This design comes from an exercise in tuning for small area, a short achievable clock period and few clock cycles per item on the open sky130 flow, not from production work. Function was checked by simulation only, so behaviour that the tests miss may differ from the original.

Setup of job 6928:
==> flow/design.v <==
package cc20_pkg;
	localparam int CFG_IDX_W = 3;
	localparam int CFG_DATA_W = 64;
	localparam logic [31:0] SIGMA0 = 32'h61707865;
	localparam logic [31:0] SIGMA1 = 32'h3320646e;
	localparam logic [31:0] SIGMA2 = 32'h79622d32;
	localparam logic [31:0] SIGMA3 = 32'h6b206574;
endpackage
module cc20_front
(
	input logic clk,
	input logic cfg_we,
	input logic [2:0] cfg_idx,
	input logic [63:0] cfg_wdata,
	output logic [255:0] key,
	output logic [95:0] nonce,
	output logic [31:0] init_ctr
);
	always_ff @(posedge clk) begin
		if (cfg_we) begin
			case (cfg_idx)
				3'd0: key[63:0] <= cfg_wdata;
				3'd1: key[127:64] <= cfg_wdata;
				3'd2: key[191:128] <= cfg_wdata;
				3'd3: key[255:192] <= cfg_wdata;
				3'd4: nonce[63:0] <= cfg_wdata;
				3'd5: nonce[95:64] <= cfg_wdata[31:0];
				3'd6: init_ctr <= cfg_wdata[31:0];
				default: ;
			endcase
		end
	end
endmodule
module cc20_add32
(
	input logic [31:0] a,
	input logic [31:0] b,
	output logic [31:0] s
);
	always_comb begin
		logic [31:0] g, p, g2, p2;
		g = a & b;
		p = a ^ b;
		for (int l = 0; l < 5; l++) begin
			g2 = g;
			p2 = p;
			for (int i = 0; i < 32; i++) begin
				if (i[l]) begin
					g2[i] = g[i] | (p[i] & g[((i >> l) << l) - 1]);
					p2[i] = p[i] & p[((i >> l) << l) - 1];
				end
			end
			g = g2;
			p = p2;
		end
		s = a ^ b ^ {g[30:0], 1'b0};
	end
endmodule
import cc20_pkg::*;
module cc20_quarter
(
	input logic [31:0] a,
	input logic [31:0] b,
	input logic [31:0] c,
	input logic [31:0] d,
	output logic [31:0] ao,
	output logic [31:0] bo,
	output logic [31:0] co,
	output logic [31:0] do_
);
	logic [31:0] a1, c1, s1, s2, s3, s4, d1, b1;
	cc20_add32 u_a1 (.a(a), .b(b), .s(a1));
	assign s1 = d ^ a1;
	assign d1 = {s1[15:0], s1[31:16]};
	cc20_add32 u_c1 (.a(c), .b(d1), .s(c1));
	assign s2 = b ^ c1;
	assign b1 = {s2[19:0], s2[31:20]};
	cc20_add32 u_a2 (.a(a1), .b(b1), .s(ao));
	assign s3 = d1 ^ ao;
	assign do_ = {s3[23:0], s3[31:24]};
	cc20_add32 u_c2 (.a(c1), .b(do_), .s(co));
	assign s4 = b1 ^ co;
	assign bo = {s4[24:0], s4[31:25]};
endmodule
module cc20_back
(
	input logic clk,
	input logic arst_n,
	input logic load,             
	input logic [31:0] load_ctr,
	input logic [255:0] key,
	input logic [95:0] nonce,
	input logic [31:0] ctr,       
	input logic [2:0] slot,
	output logic done,            
	output logic [63:0] ks
);
	logic [511:0] st_q;
	logic [511:0] init_c;
	logic [511:0] rnd;
	logic [127:0] q [4];
	logic [4:0] round_q;
	logic busy_q;
	logic [63:0] st_slot, in_slot;
	assign init_c = {nonce, load_ctr, key, SIGMA3, SIGMA2, SIGMA1, SIGMA0};
	for (genvar j = 0; j < 4; j++) begin : g_lane
		cc20_quarter u_q (
			.a(st_q[32*j +: 32]), .b(st_q[32*(4+j) +: 32]), .c(st_q[32*(8+j) +: 32]), .d(st_q[32*(12+j) +: 32]),
			.ao(q[j][31:0]), .bo(q[j][63:32]), .co(q[j][95:64]), .do_(q[j][127:96])
		);
	end
	always_comb begin
		for (int r = 0; r < 4; r++)
			for (int j = 0; j < 4; j++)
				rnd[32*(4*r+j) +: 32] = q[(r - j) & 3][32*r +: 32];
	end
	assign done = busy_q && round_q == 5'd19;
	always_ff @(posedge clk) begin
		if (load)
			st_q <= init_c;
		else if (busy_q)
			st_q <= rnd;
	end
	always_ff @(posedge clk or negedge arst_n) begin
		if (!arst_n) begin
			busy_q <= 1'b0;
			round_q <= '0;
		end else if (load) begin
			busy_q <= 1'b1;
			round_q <= '0;
		end else if (busy_q) begin
			round_q <= round_q + 5'd1;
			if (round_q == 5'd19)
				busy_q <= 1'b0;
		end
	end
	always_comb begin
		st_slot = st_q[{slot, 6'd0} +: 64];
		case (slot)
			3'd0: in_slot = {SIGMA1, SIGMA0};
			3'd1: in_slot = {SIGMA3, SIGMA2};
			3'd2: in_slot = key[63:0];
			3'd3: in_slot = key[127:64];
			3'd4: in_slot = key[191:128];
			3'd5: in_slot = key[255:192];
			3'd6: in_slot = {nonce[31:0], ctr};
			default: in_slot = nonce[95:32];
		endcase
	end
	cc20_add32 u_ff0 (.a(st_slot[31:0]), .b(in_slot[31:0]), .s(ks[31:0]));
	cc20_add32 u_ff1 (.a(st_slot[63:32]), .b(in_slot[63:32]), .s(ks[63:32]));
endmodule
import cc20_pkg::*;
module chacha20_stream_cipher
(
	input logic clk,
	input logic arst_n,
	input logic cfg_we,
	input logic [CFG_IDX_W-1:0] cfg_idx,
	input logic [CFG_DATA_W-1:0] cfg_wdata,
	input logic in_valid,
	output logic in_ready,
	input logic [68:0] in_payload,
	output logic out_valid,
	input logic out_ready,
	output logic [67:0] out_payload
);
	function automatic logic [63:0] byte_mask(input logic [3:0] cnt);
		logic [63:0] m;
		m = '0;
		for (int i = 0; i < 8; i++) begin
			if (cnt > 4'(i))
				m[i*8 +: 8] = 8'hff;
		end
		byte_mask = m;
	endfunction
	logic [255:0] key_q;
	logic [95:0] nonce_q;
	logic [31:0] init_ctr_q;
	logic [31:0] ctr_q;       
	logic [2:0] pos_q;        
	logic kv_q;               
	logic fresh_q;            
	logic gen_q;              
	logic out_valid_q;
	logic [67:0] out_q;
	logic done;
	logic [63:0] ks;
	logic load;
	logic [31:0] load_ctr;
	logic start_in;
	logic acc;
	logic out_free;
	logic want_start;
	logic cfg_ctr;
	cc20_front u_front (
		.clk(clk), .cfg_we(cfg_we), .cfg_idx(cfg_idx), .cfg_wdata(cfg_wdata),
		.key(key_q), .nonce(nonce_q), .init_ctr(init_ctr_q)
	);
	assign start_in = in_payload[4];
	assign out_free = !out_valid_q || out_ready;
	assign in_ready = kv_q && out_free && (!start_in || fresh_q);
	assign acc = in_valid && in_ready;
	assign want_start = in_valid && start_in && !fresh_q;
	assign cfg_ctr = cfg_we && cfg_idx == 3'd6;
	assign load = cfg_ctr || (!cfg_we && (want_start || (acc && pos_q == 3'd7)));
	assign load_ctr = cfg_ctr ? cfg_wdata[31:0] : want_start ? init_ctr_q : ctr_q + 32'd1;
	cc20_back u_back (
		.clk(clk), .arst_n(arst_n), .load(load), .load_ctr(load_ctr), .key(key_q), .nonce(nonce_q),
		.ctr(ctr_q), .slot(pos_q), .done(done), .ks(ks)
	);
	always_ff @(posedge clk) begin
		if (load)
			ctr_q <= load_ctr;
		if (acc)
			out_q <= {(in_payload[68:5] ^ ks) & byte_mask(in_payload[3:0]), in_payload[3:0]};
	end
	always_ff @(posedge clk or negedge arst_n) begin
		if (!arst_n) begin
			pos_q <= '0;
			kv_q <= 1'b0;
			fresh_q <= 1'b0;
			gen_q <= 1'b0;
			out_valid_q <= 1'b0;
		end else begin
			if (cfg_we && !cfg_ctr) begin
				kv_q <= 1'b0;
				fresh_q <= 1'b0;
				gen_q <= 1'b0;
			end else if (load) begin
				kv_q <= 1'b0;
				gen_q <= 1'b1;
				pos_q <= '0;
				fresh_q <= cfg_ctr || want_start;
			end else if (done) begin
				kv_q <= 1'b1;
				gen_q <= 1'b0;
			end else if (acc) begin
				pos_q <= pos_q + 3'd1;
				fresh_q <= 1'b0;
			end
			if (out_free)
				out_valid_q <= acc;
		end
	end
	assign out_valid = out_valid_q;
	assign out_payload = out_q;
endmodule
Settings: LEC_CHECK=0, CAP_MARGIN=30, CELL_PAD_IN_SITES_DETAIL_PLACEMENT=0, CELL_PAD_IN_SITES_GLOBAL_PLACEMENT=1, CORE_MARGIN=2, CORE_UTILIZATION=55, PLACE_DENSITY=0.65, SETUP_SLACK_MARGIN=5, SLEW_MARGIN=30; clock period 24.0 ns.
standard.sh (not shown) runs the stock make flow with config.mk's settings and CLKGATE_MAP_FILE= SYNTH_SCRIPT=/design/flow/synth_recipe.tcl, a recipe that flattens the netlist after the stock synthesis.
==> flow/flow/run.sh <==
#!/bin/bash
# Standard ORFS layout; repair_timing aims for extra setup slack so that the
# achieved clock period is shorter than the target period.
set -euo pipefail
bash standard.sh SETUP_SLACK_MARGIN=13 finish > standard_flow.log 2>&1
To summarise job 6928: no stage aborted, but the layout did not pass its checks, failing on capacitance limit, slew limit.
Testbench counts of job 6928, summed over its fixed seeds: cycles 9,060, words 2,260.
Setup changes, job 6928 to job 1256
--- a/flow/design.v
+++ b/flow/design.v
@@ -191,9 +191,8 @@
 	logic start_in;
 	logic acc;
 	logic out_free;
 	logic want_start;
-	logic cfg_ctr;
 	cc20_front u_front (
 		.clk(clk), .cfg_we(cfg_we), .cfg_idx(cfg_idx), .cfg_wdata(cfg_wdata),
 		.key(key_q), .nonce(nonce_q), .init_ctr(init_ctr_q)
 	);
@@ -201,11 +200,10 @@
 	assign out_free = !out_valid_q || out_ready;
 	assign in_ready = kv_q && out_free && (!start_in || fresh_q);
 	assign acc = in_valid && in_ready;
 	assign want_start = in_valid && start_in && !fresh_q;
-	assign cfg_ctr = cfg_we && cfg_idx == 3'd6;
-	assign load = cfg_ctr || (!cfg_we && (want_start || (acc && pos_q == 3'd7)));
-	assign load_ctr = cfg_ctr ? cfg_wdata[31:0] : want_start ? init_ctr_q : ctr_q + 32'd1;
+	assign load = !cfg_we && (want_start || (acc && pos_q == 3'd7));
+	assign load_ctr = want_start ? init_ctr_q : ctr_q + 32'd1;
 	cc20_back u_back (
 		.clk(clk), .arst_n(arst_n), .load(load), .load_ctr(load_ctr), .key(key_q), .nonce(nonce_q),
 		.ctr(ctr_q), .slot(pos_q), .done(done), .ks(ks)
 	);
@@ -222,17 +220,17 @@
 			fresh_q <= 1'b0;
 			gen_q <= 1'b0;
 			out_valid_q <= 1'b0;
 		end else begin
-			if (cfg_we && !cfg_ctr) begin
+			if (cfg_we) begin
 				kv_q <= 1'b0;
 				fresh_q <= 1'b0;
 				gen_q <= 1'b0;
 			end else if (load) begin
 				kv_q <= 1'b0;
 				gen_q <= 1'b1;
 				pos_q <= '0;
-				fresh_q <= cfg_ctr || want_start;
+				fresh_q <= want_start;
 			end else if (done) begin
 				kv_q <= 1'b1;
 				gen_q <= 1'b0;
 			end else if (acc) begin
Results
Status | job 6928 and job 1256 | clean except job 6928. For the portion of the post-synthesis area used by sequential elements, job 1256 came in 0.51 points higher than job 6928 did. End point of the critical path = u_back.st_q[230]$_DFFE_PP_: job 1256; end point of the critical path = u_back.st_q[218]$_DFFE_PP_: job 6928. For sequential share of layout area, job 1256 and job 6928 come out practically identical. [compare] base=job 6928 new=job 1256: relative slew slack now larger; first-pass GRT wire length now smaller; area after synthesis now smaller. met1 usage was higher in job 1256 than in job 6928. [job 1256] cell area after layout fell 0.39% relative to job 6928.
Testbench counts of job 1256, summed over its fixed seeds: cycles 9,144, words 2,260.

==> what the ideal ports hide <==
Ports are ideal in the flow. The routed layouts listed here were re-timed in OpenROAD. Step 1 assumes that a clkbuf_16 drives the clock port and a buf_2 every other input. Step 2, shift: input delay + t, output delay - t, t = (earliest + latest rising clock arrival at the registers) / 2. This alone moves slack from input paths to output paths. a / b / c = ideal / step 1 / step 2; a / b = the first two.
run | shift t [ns] | setup slack, ns | worst setup path after step 2 | clock arrival spread, ns
job 6928 | 0.883 | 11.832 / 11.832 / 11.832 | register to register | 0.082 / 0.082
job 1256 | 0.882 | 12.301 / 12.301 / 12.136 | input to register | 0.048 / 0.048
The setup slack of job 1256, which loses most, moves by 0.000 ns with the drivers and by -0.165 ns with both steps.
